Context: an optimization exercise on an open-source flow, tuned for a short achievable clock period and few clock cycles per item. The choices shown serve that exercise and are no tape-out recipe.
RTL that was checked went through simulation tests only; none was proved equivalent to the original.

// dual_adc_moving_average_scaler_unit
module dual_adc_moving_average_scaler_unit (
	input  wire logic                   clk,
	input  wire logic                   arst_n,
	input  wire logic                   psel,
	input  wire logic                   penable,
	input  wire logic                   pwrite,
	input  wire logic [PADDR_W-1:0]     paddr,
	input  wire logic [PDATA_W-1:0]     pwdata,
	output logic      [PDATA_W-1:0]     prdata,
	output logic                        pready,
	input  wire logic                   in_valid,
	output logic                        in_ready,
	input  wire logic [SAMPLE_BITS-1:0] battery_sample,
	input  wire logic [SAMPLE_BITS-1:0] thermistor_sample,
	output logic                        out_valid,
	input  wire logic                   out_ready,
	output logic      [OUT_W-1:0]       battery_mv,
	output logic signed [OUT_W-1:0]     temperature_centi_c,
	output logic                        window_full
);
Size: ~7800 cells after synthesis, about 1700 flip-flops, roughly 140 I/O pins, ~0.097 mm^2 of cells after synthesis.
clock: 8.0 ns
lec_check: 0
abc_clock_period_in_ps: 2000
cap_margin: 20
core_margin: 2
core_utilization: 50
setup_slack_margin: 5
slew_margin: 20
run.sh (not shown) runs the stock make flow with config.mk's settings and CLKGATE_MAP_FILE= SYNTH_SCRIPT=/design/flow/synth_recipe.tcl, a recipe that flattens the netlist after the stock synthesis.
Then changed:
--- a/flow/design.v
+++ b/flow/design.v
@@ -253,35 +253,36 @@
 	output logic      [G_W-1:0]     g1,
 	output logic      [G_W+1:0]     g3,
 	output logic      [V_W-1:0]     v1,
 	output logic      [V_W+1:0]     v3,
 	output logic      [17:0]        noffs
 );
 	localparam logic [3:0] ST_READY = 4'd12;
-	localparam logic [3:0] ST_DONE  = 4'd12;
+	localparam logic [3:0] ST_DONE  = 4'd13;
 	logic [3:0]       st_q;
 	logic [3:0]       st_d;
 	logic [14:0]      vr3_q;
 	logic [13:0]      kacc_q;
 	logic [3:0]       kd_q;
 	logic [3:0]       rdig;
 	logic [15:0]      rsh_q;
 	logic [14:0]      kpa;
 	logic [14:0]      kpb;
 	logic [17:0]      ksum;
 	logic [16:0]      mk_q;
+	logic [14:0]      kpa_q;
+	logic [14:0]      kpb_q;
 	logic [ACC_W-1:0] tm_q;
 	logic [ACC_W-1:0] tmul;
 	logic [52:0]      acc_q;
 	logic [ACC_W-1:0] acc_sum;
-	logic [17:0]      g3a_q;
-	logic [17:0]      g3b_q;
-	logic [15:0]      g3c_q;
-	logic [18:0]      g3b_d;
-	logic [16:0]      g3c_d;
+	logic [G_W+1:0]   g3_q;
+	logic [25:0]      g3lo_q;
+	logic [G_W+1-24:0] g3hi;
+	logic [G_W-1:0]   g1d_q;
 	logic [V_W-1:0]   v1_q;
 	logic [18:0]      vx_q;
 	logic [25:0]      vz_q;
 	logic [20:0]      vx3_q;
 	logic [27:0]      vz3_q;
 	logic [V_W+1:0]   v3_q;
 	logic [17:0]      noffs_q;
@@ -336,49 +337,50 @@
 			4'd12: tmul = ACC_W'(BC) * ACC_W'(12);
 			4'd13: tmul = ACC_W'(BC) * ACC_W'(13);
 			4'd14: tmul = ACC_W'(BC) * ACC_W'(14);
 			4'd15: tmul = ACC_W'(BC) * ACC_W'(15);
 		endcase
 	end
 	assign acc_sum = ACC_W'(acc_q) + tm_q;
-	assign g3b_d   = {1'b0, acc_q[33:17], 1'b1} + {1'b0, acc_q[32:16], g3a_q[17]};
-	assign g3c_d   = {1'b0, acc_q[47:34], 1'b1} + {1'b0, acc_q[47:33], g3b_q[17]};
+	assign g3hi = {1'b0, g1d_q[G_W-1:25], 1'b1} + {2'b0, g1d_q[G_W-1:24], g3lo_q[25]};
 	always_ff @(posedge clk) begin
 		vr3_q <= 15'(vref) + (15'(vref) << 1);
-		mk_q <= 17'(kpa) + (17'(kpb) << 2);
+		kpa_q <= kpa;
+		kpb_q <= kpb;
+		mk_q  <= 17'(kpa_q) + (17'(kpb_q) << 2);
 		if (st_q == 4'd0) begin
 			rsh_q  <= ratio;
 			kacc_q <= '0;
 		end else begin
 			rsh_q <= rsh_q >> 4;
 		end
-		if (st_q >= 4'd2) begin
+		if (st_q >= 4'd3) begin
 			kd_q   <= ksum[3:0];
 			kacc_q <= ksum[17:4];
 		end
 		tm_q <= tmul;
-		if (st_q == 4'd3) begin
+		if (st_q == 4'd4) begin
 			acc_q <= 53'd1 << 32;
-		end else if (st_q >= 4'd4 && st_q <= 4'd11) begin
+		end else if (st_q >= 4'd5 && st_q <= 4'd12) begin
 			acc_q <= 53'(acc_sum >> 4);
 		end
 		vx_q  <= 19'(vref) + (19'(vref) << 5);
 		vz_q  <= 26'(vref) + (26'(vref) << 12);
 		v1_q  <= V_W'(vx_q) + (V_W'(vz_q) << 17);
 		vx3_q <= 21'(vr3_q) + (21'(vr3_q) << 5);
 		vz3_q <= 28'(vr3_q) + (28'(vr3_q) << 12);
 		v3_q  <= (V_W + 2)'(vx3_q) + ((V_W + 2)'(vz3_q) << 17);
-		g3a_q <= 18'(acc_q[16:0]) + 18'({acc_q[15:0], 1'b0});
-		g3b_q <= g3b_d[18:1];
-		g3c_q <= g3c_d[16:1];
+		g1d_q   <= acc_q[G_W-1:0];
+		g3lo_q  <= 26'(acc_q[24:0]) + 26'({acc_q[23:0], 1'b0});
+		g3_q    <= {g3hi[G_W+1-25+1:1], g3lo_q[24:0]};
 		o10_q   <= (14'(offs) << 3) + (14'(offs) << 1);
 		noffs_q <= 18'd0 - 18'(o10_q);
 	end
 	assign g1    = acc_q[G_W-1:0];
-	assign g3    = {g3c_q, g3b_q[16:0], g3a_q[16:0]};
+	assign g3    = g3_q;
 	assign v1    = v1_q;
 	assign v3    = v3_q;
 	assign noffs = noffs_q;
 endmodule
 `default_nettype wire
 `default_nettype none
 import damsu_pkg::*;
@@ -417,16 +419,16 @@
 	logic            f1_q;
 	logic            vy_q;
 	logic            fy_q;
 	logic [BP_W-1:0] bs2;
 	logic [BP_W-1:0] bc2;
 	logic [TP_W-1:0] ts2;
 	logic [TP_W-1:0] tc2;
-	localparam int unsigned BLO = 23;
-	localparam int unsigned TLO = 20;
+	localparam int unsigned BLO = 20;
+	localparam int unsigned TLO = 18;
 	logic [BP_W-1:0] by_d [2];
 	logic [TP_W-1:0] ty_d [2];
 	logic [BLO:0]    bll;
 	logic [TLO:0]    tll;
 	logic            bcl_q;
 	logic            tcl_q;
 	logic [BSH-BLO+1:0] blo;
@@ -669,16 +671,20 @@
 		.out_batt (out_batt),
 		.out_temp (out_temp),
 		.out_full (out_full)
 	);
 	assign room_nxt = (inflight <= 3'd3)
 	                | ((inflight == 3'd4) & ~(accept & ~pop))
 	                | ((inflight == 3'd5) & pop & ~accept);
-	always_ff @(posedge clk) begin
-		in_ready_q <= cfg_ready_nxt & room_nxt;
+	always_ff @(posedge clk or negedge arst_n) begin
+		if (!arst_n) begin
+			in_ready_q <= 1'b0;
+		end else begin
+			in_ready_q <= cfg_ready_nxt & room_nxt;
+		end
 	end
 	assign in_ready            = in_ready_q;
 	assign out_valid           = out_v;
 	assign battery_mv          = out_batt;
 	assign temperature_centi_c = $signed(out_temp);
 	assign window_full         = out_full;
 endmodule
Outcome: The new run produced a clean layout; utilization falls by 0.71 points; synthesized area rises by about 2.3%; hold slack got worse by 0.0065 ns; die area rises by 2.2%; via count rises by 1.1%; routed wire length rises by about 2%; design area rises by about 1.1%; global-route usage falls by 0.33 points; clock skew rises by 0.015 ns; worst setup slack got worse by 0.047 ns.
Function was not checked in any run of this note: the RTL went through the layout flow alone.

* * *

v9:
Another version of the RTL of dual_adc_moving_average_scaler_unit (not shown whole).
Size: roughly 7,700 cells after synthesis.
Settings: LEC_CHECK=0, ABC_CLOCK_PERIOD_IN_PS=2000, CAP_MARGIN=20, CORE_MARGIN=2, CORE_UTILIZATION=50, SETUP_SLACK_MARGIN=5, SLEW_MARGIN=20; clock period 8.0 ns.
For v4, these inputs were changed with respect to v9:
-- flow/design.v --
<<< v9, line 140
	logic [2:0]             cnt_q;
	logic [2:0]             cnt_d;
	logic [2:0]             wslot;
	assign full_ok = (fill_q >= 4'(WINDOW_LEN - 1));
	assign old_ok  = (fill_q >= 4'(WINDOW_LEN));
>>> v4, line 140
	logic [2:0]             cnt_q;
	logic [2:0]             cnt_d;
	logic [NQ-1:0]          wr_np;
	logic [NQ-1:0]          wr_p;
	logic [NQ-1:0]          we;
	assign full_ok = (fill_q >= 4'(WINDOW_LEN - 1));
	assign old_ok  = (fill_q >= 4'(WINDOW_LEN));
<<< v9, line 208
	end
	assign ent_d = {b10_q, t10_q, full2_q};
	assign cnt_d = cnt_q + 3'(a2_q) - 3'(pop);
	assign wslot = cnt_q - 3'(pop);
	always_ff @(posedge clk) begin
		for (int i = 0; i < NQ; i++) begin
			if (a2_q && wslot == 3'(i)) begin
				ent_q[i] <= ent_d;
			end else if (pop && i < NQ - 1) begin
>>> v4, line 210
	end
	assign ent_d = {b10_q, t10_q, full2_q};
	assign cnt_d = pop ? (cnt_q + 3'(a2_q) - 3'd1) : (cnt_q + 3'(a2_q));
	always_comb begin
		for (int i = 0; i < NQ; i++) begin
			wr_np[i] = a2_q && (cnt_q == 3'(i));
			wr_p[i]  = a2_q && (cnt_q == 3'(i + 1));
			we[i]    = pop ? wr_p[i] : wr_np[i];
		end
	end
	always_ff @(posedge clk) begin
		for (int i = 0; i < NQ; i++) begin
			if (we[i]) begin
				ent_q[i] <= ent_d;
			end else if (pop && i < NQ - 1) begin
<<< v9, line 663
	                | ((inflight == 3'd4) & ~(accept & ~pop))
	                | ((inflight == 3'd5) & pop & ~accept);
	always_ff @(posedge clk or negedge arst_n) begin
		if (!arst_n) begin
			in_ready_q <= 1'b0;
		end else begin
			in_ready_q <= cfg_ready_nxt & room_nxt;
		end
	end
	assign in_ready            = in_ready_q;
>>> v4, line 671
	                | ((inflight == 3'd4) & ~(accept & ~pop))
	                | ((inflight == 3'd5) & pop & ~accept);
	always_ff @(posedge clk) begin
		in_ready_q <= cfg_ready_nxt & room_nxt;
	end
	assign in_ready            = in_ready_q;
## What came out
- v9: full flow OK, the timing, DRC and antenna checks passed
- v4 | stages: all done | timing, DRC, antenna: all pass
- Compared to v9, v4 reaches a higher achievable clock.
- v4 does worse than v9 on cell area after synthesis.
- Between v4 and v9, the clock tree buffer count of the final layout is higher for v9.
- Cell count: v4 higher than v9
- Global-route usage on v4 is up relative to v9.
- Synthesized cell count, v4 and v9: lower on v9
- v4 vs v9: average footprint of a synthesized cell down in v4
- v4 ended with less share of the cycle needed by the critical path after routing than v9.
- In the tables for v4 and v9, starting density of the core reads lower with v9.
- Number of antenna violations at the first check in global routing: lower on v9
- For v9, the cell with the largest stage delay on the worst path was sky130_fd_sc_hd__nor3_4, unlike v4, where it was sky130_fd_sc_hd__fa_1.
- v4 ended up with register to register as its class of the most critical setup path; v9 ended up with primary input to register.
- Vias: v4 above v9
- Total stage count of the critical path: v4 vs v9 down 8
Testbench counts of v4, summed over its fixed seeds: cycles 3,264, items 3,200.
For v9, only the layout was checked, not whether the RTL still works.

==> static timing again, ports no longer ideal <==
In the flow no input, the clock included, has a driving cell. The finished layouts below were timed again as built, in two steps. Step 1 (the two cells are an assumption about what drives the block):
set clk [get_ports {clk}]
set_driving_cell -lib_cell sky130_fd_sc_hd__clkbuf_16 $clk
set_driving_cell -lib_cell sky130_fd_sc_hd__buf_2 [delete_from_list [all_inputs] $clk]
Step 2 also shifts input and output timing later by t, the mid clock arrival at the registers, as if the neighbouring blocks saw the same clock. a / b / c = no drivers / after step 1 / after step 2; a / b = the first two.
| run | t, ns | setup WS [ns] | worst register clock-pin slew, ns |
|---|---|---|---|
| the first run of note 1 | 0.934 | 4.911 / 4.821 / 4.155 | 0.07 / 0.07 |
| the second run of note 1 | 0.922 | 4.864 / 4.778 / 4.148 | 0.07 / 0.07 |
| v9 | 0.927 | 4.770 / 4.801 / 3.874 | 0.07 / 0.07 |
| v4 | 0.914 | 4.940 / 4.896 / 4.211 | 0.07 / 0.07 |
After both steps every run listed still meets setup and hold. For v9, which loses most, drivers alone change the setup slack by +0.031 ns; drivers and shift together by -0.896 ns.
